Context: an optimization exercise on an open-source flow, tuned for small area and a short achievable clock period. The choices shown serve that exercise and are no tape-out recipe.
Function was checked by simulation only, so behaviour that the tests miss may differ from the original.

Design muldiv_hilo, start of the top module:
module muldiv_hilo (
  input  logic        clk,
  input  logic        reset,
  input  logic        start,
  input  logic [1:0]  op,
  input  logic        we,
  input  logic        hilo_wsel,
  input  logic        rd_sel,
  input  logic [31:0] A,
  input  logic [31:0] B,
  output logic        busy,
  output logic [31:0] result
);
  localparam int W = 34;
  localparam logic [7:0] STYLE = 8'h3A;
  localparam int HYB = 12;
  logic [3:0]  cnt_q;
  logic        hv_q, lv_q;   
  logic [31:0] hi_q, lo_q, m_q;
  logic        hx_q;         
  logic        bp_q;         
  logic        div_q, sgn_q, sa_q;
  assign busy = (cnt_q != 4'd0);
  wire sel_lo = rd_sel & lv_q;
  wire sel_hi = ~rd_sel & hv_q;
  assign result = ({32{sel_lo}} & lo_q) | ({32{sel_hi}} & hi_q);
  wire accept = start & ~busy;
  wire wr     = we & ~start & ~busy;
  logic [3:0] cnt_d;
  logic       div_d;
  logic       last, first, dabs, dstep, mstep;
  always_comb begin
    cnt_d = cnt_q;
    div_d = div_q;
    if (busy) cnt_d = cnt_q - 4'd1;
    else if (accept) begin
      cnt_d = op[1] ? 4'd10 : 4'd5;
      div_d = op[1];
    end
  end
  always_ff @(posedge clk) begin
    last  <= (cnt_d == 4'd1);
    first <= (cnt_d == (div_d ? 4'd9 : 4'd5));
    dabs  <= div_d & (cnt_d == 4'd10);
    dstep <= div_d & (cnt_d != 4'd1) & (cnt_d != 4'd10);
    mstep <= ~div_d & (cnt_d != 4'd1);
  end
  wire         sb    = sgn_q & m_q[31];
  wire [W-1:0] acc_x = {{(W-33){hx_q}}, hx_q, hi_q};
  wire [W-1:0] m_x   = {{(W-32){sb}}, m_q};
  wire [W-1:0] m_x2  = {m_x[W-2:0], 1'b0};
  wire [W-1:0] lo_x  = {{(W-32){1'b0}}, lo_q};
  logic [W-1:0] X [1:4];
  logic [W-1:0] Y [1:4];
  logic         N [1:4];
  logic [W-1:0] S [1:4];
  ...
Size: about 110 flip-flops, about 14,000 sq um of cells after synthesis.
Settings: LEC_CHECK=0, ABC_AREA=1, CAP_MARGIN=40, CORE_MARGIN=2, CORE_UTILIZATION=60, SLEW_MARGIN=40; clock period 110.0 ns.
standard.sh (not shown) runs the stock make flow with config.mk's settings and CLKGATE_MAP_FILE= SYNTH_SCRIPT=/design/flow/synth_recipe.tcl, a recipe that flattens the netlist after the stock synthesis.
==> flow/flow/run.sh <==
#!/bin/bash
# Own layout flow: the standard layout (standard synthesis unchanged), with
# the port buffers made as the smallest buffer cell instead of the default
# choice. Every tool's output goes to a log file in this folder; ORFS also
# keeps its per-step logs under orfs/logs.
set -euo pipefail
export BUFFER_PORTS_ARGS="-buffer_cell sky130_fd_sc_hd__buf_1"
bash standard.sh finish > flow_make.log 2>&1
test -s out/final.def
Change:
==> flow/flow/run.sh (replaced) <==
#!/bin/bash
# Own layout flow: the standard layout (standard synthesis unchanged), with
# the port buffers made as the smallest buffer cell instead of the default
# choice, and the timing repair steps asked to keep a setup margin, so that
# they also work on paths that meet the clock by a wide margin but set the
# period the design achieves. Every tool's output goes to a log file in this
# folder; ORFS also keeps its per-step logs under orfs/logs.
set -euo pipefail
export BUFFER_PORTS_ARGS="-buffer_cell sky130_fd_sc_hd__buf_1"
export SETUP_SLACK_MARGIN=65
bash standard.sh finish > flow_make.log 2>&1
test -s out/final.def
Settings changed: CAP_MARGIN 40 to 20, CORE_UTILIZATION 60 to 70, SLEW_MARGIN 40 to 20.
The changed run finished clean.
Sequential share of layout area barely changes.
Synthesized cell count is unchanged.
Via count went up by 1.9%.
Change:
Settings changed: CAP_MARGIN 20 to 40, CORE_UTILIZATION 70 to 60, SLEW_MARGIN 20 to 40.
Effect:
- The new run produced a clean layout
- wire length grows by a few percent
- clock skew falls by 0.0050 ns
- design area stays flat
- die area rose by about a fifth
- synthesized cell count is unchanged
- final cell count went up slightly
- utilization shrinks by 11 points
- worst hold slack gains 0.014 ns
- sequential share of layout area stays flat

--- another note on this design; it stands on its own ---

Design muldiv_hilo, start of the top module:
module muldiv_hilo (
  input  logic        clk,
  input  logic        reset,
  input  logic        start,
  input  logic [1:0]  op,
  input  logic        we,
  input  logic        hilo_wsel,
  input  logic        rd_sel,
  input  logic [31:0] A,
  input  logic [31:0] B,
  output logic        busy,
  output logic [31:0] result
);
For scale: about 1900 cells after synthesis, ~110 I/O pins, about 14000 um2 of cells after synthesis.
==> flow/config.mk <==
export PLATFORM = sky130hd
export DESIGN_NAME = muldiv_hilo
export DESIGN_NICKNAME = muldiv_hilo
export VERILOG_FILES = /design/flow/design.v
export SDC_FILE = /design/flow/constraint.sdc
export NUM_CORES = 4
export LEC_CHECK = 0
export ABC_AREA = 1
export CAP_MARGIN = 20
export CORE_MARGIN = 2
export CORE_UTILIZATION = 80
export SLEW_MARGIN = 20
==> flow/constraint.sdc <==
create_clock -name core_clock -period 110.0 [get_ports {clk}]
set_input_delay 22.0000 -clock core_clock [delete_from_list [all_inputs] [get_ports {clk}]]
set_output_delay 22.0000 -clock core_clock [all_outputs]
set_load 0.01 [all_outputs]
standard.sh (not shown) runs the stock make flow with config.mk's settings and CLKGATE_MAP_FILE= SYNTH_SCRIPT=/design/flow/synth_recipe.tcl, a recipe that flattens the netlist after the stock synthesis.
==> flow/flow/run.sh <==
#!/bin/bash
# Own layout flow: the standard layout (standard synthesis unchanged), with
#  - the port buffers made as the smallest buffer cell instead of the default
#    choice,
#  - the timing repair steps asked to keep a setup margin, so that they also
#    work on the paths that set the period the design achieves, although
#    those meet the clock by a wide margin,
#  - after placement, the cells that synthesis upsized downsized wherever the
#    setup slack stays within that margin (flow/post_resize.tcl).
# Every tool's output goes to a log file in this folder; ORFS also keeps its
# per-step logs under orfs/logs.
set -euo pipefail
here=$(pwd)
export BUFFER_PORTS_ARGS="-buffer_cell sky130_fd_sc_hd__buf_1"
export SETUP_SLACK_MARGIN=65
export DS_MARGIN=65
export POST_RESIZE_TCL="$here/flow/post_resize.tcl"
bash standard.sh finish > flow_make.log 2>&1
test -s out/final.def
==> flow/flow/post_resize.tcl <==
# Sourced by ORFS at the end of its resize step (POST_RESIZE_TCL): downsize
# the cells that synthesis upsized where the setup slack allows it, then let
# repair_design restore the slew and capacitance margins.
source [file join [file dirname [info script]] downsize.tcl]
ds_run $::env(DS_MARGIN)
estimate_parasitics -placement
repair_design_helper
puts "after downsizing and repair: worst slack [ds_worst]"
report_design_area
Other scripts of this flow, unchanged in this note and not shown: flow/flow/downsize.tcl
Rerun with:
--- a/flow/flow/run.sh
+++ b/flow/flow/run.sh
@@ -15,2 +15,2 @@
-export SETUP_SLACK_MARGIN=65
-export DS_MARGIN=65
+export SETUP_SLACK_MARGIN=65.3
+export DS_MARGIN=65.3
- CORE_UTILIZATION: 80 -> 70
Outcome: Register-to-register slack gets better by 0.43 ns; hold slack improved by 0.023 ns; count of clock-buffer cells in the layout stays the same; clock skew rose by 0.0063 ns; critical path depth stays the same; non-clock buffer count grows by 5; cell count climbs by 2.2%; worst setup slack is better by 0.18 ns; via count went down by 2.0%; global-route usage is lower by 5.9 points; die area grows by 14%.
Rerun with:
--- a/flow/flow/run.sh
+++ b/flow/flow/run.sh
@@ -15,2 +15,2 @@
-export SETUP_SLACK_MARGIN=65.3
-export DS_MARGIN=65.3
+export SETUP_SLACK_MARGIN=65
+export DS_MARGIN=65
Flip-flop and latch count does not change.
Area after synthesis stays the same.
Sequential share of layout area increases by 0.43 points.
Wire length decreases by a few percent.
Clock skew hardly moves.
Via count decreases slightly.
Utilization decreases by 1.8 points.
Design area decreases by a few percent.

[re-timing with driven ports]
In the flow no input, the clock included, has a driving cell. The finished layouts below were timed again as built, in two steps. Step 1: set_driving_cell puts a clkbuf_16 on clk and a buf_2 on each other input, an assumption about the parent block. Step 2, shift: input delay + t, output delay - t, t = (earliest + latest rising clock arrival at the registers) / 2. This alone moves slack from input paths to output paths. Slacks: ideal / step 1 / step 2; pairs: ideal / step 1.
run	t (ns)	slack for setup (ns)	clock arrival spread, ns	worst slew at a driven data input, ns
the first run of note 1	0.416	64.828 / 64.807 / 64.807	0.019 / 0.019	0.04
the second run of note 1	0.420	65.091 / 65.070 / 65.070	0.022 / 0.022	0.04
the third run of note 1	0.416	65.054 / 65.033 / 65.033	0.019 / 0.018	0.04
the first run of note 2	0.419	65.029 / 64.989 / 64.989	0.011 / 0.011	0.04
the second run of note 2	0.414	65.205 / 65.151 / 65.151	0.017 / 0.017	0.07
the third run of note 2	0.419	65.089 / 65.067 / 65.067	0.015 / 0.015	0.04
After both steps setup and hold are still met in every run listed. For the second run of note 2, which loses most, drivers alone change the setup slack by -0.054 ns; drivers and shift together by -0.054 ns.
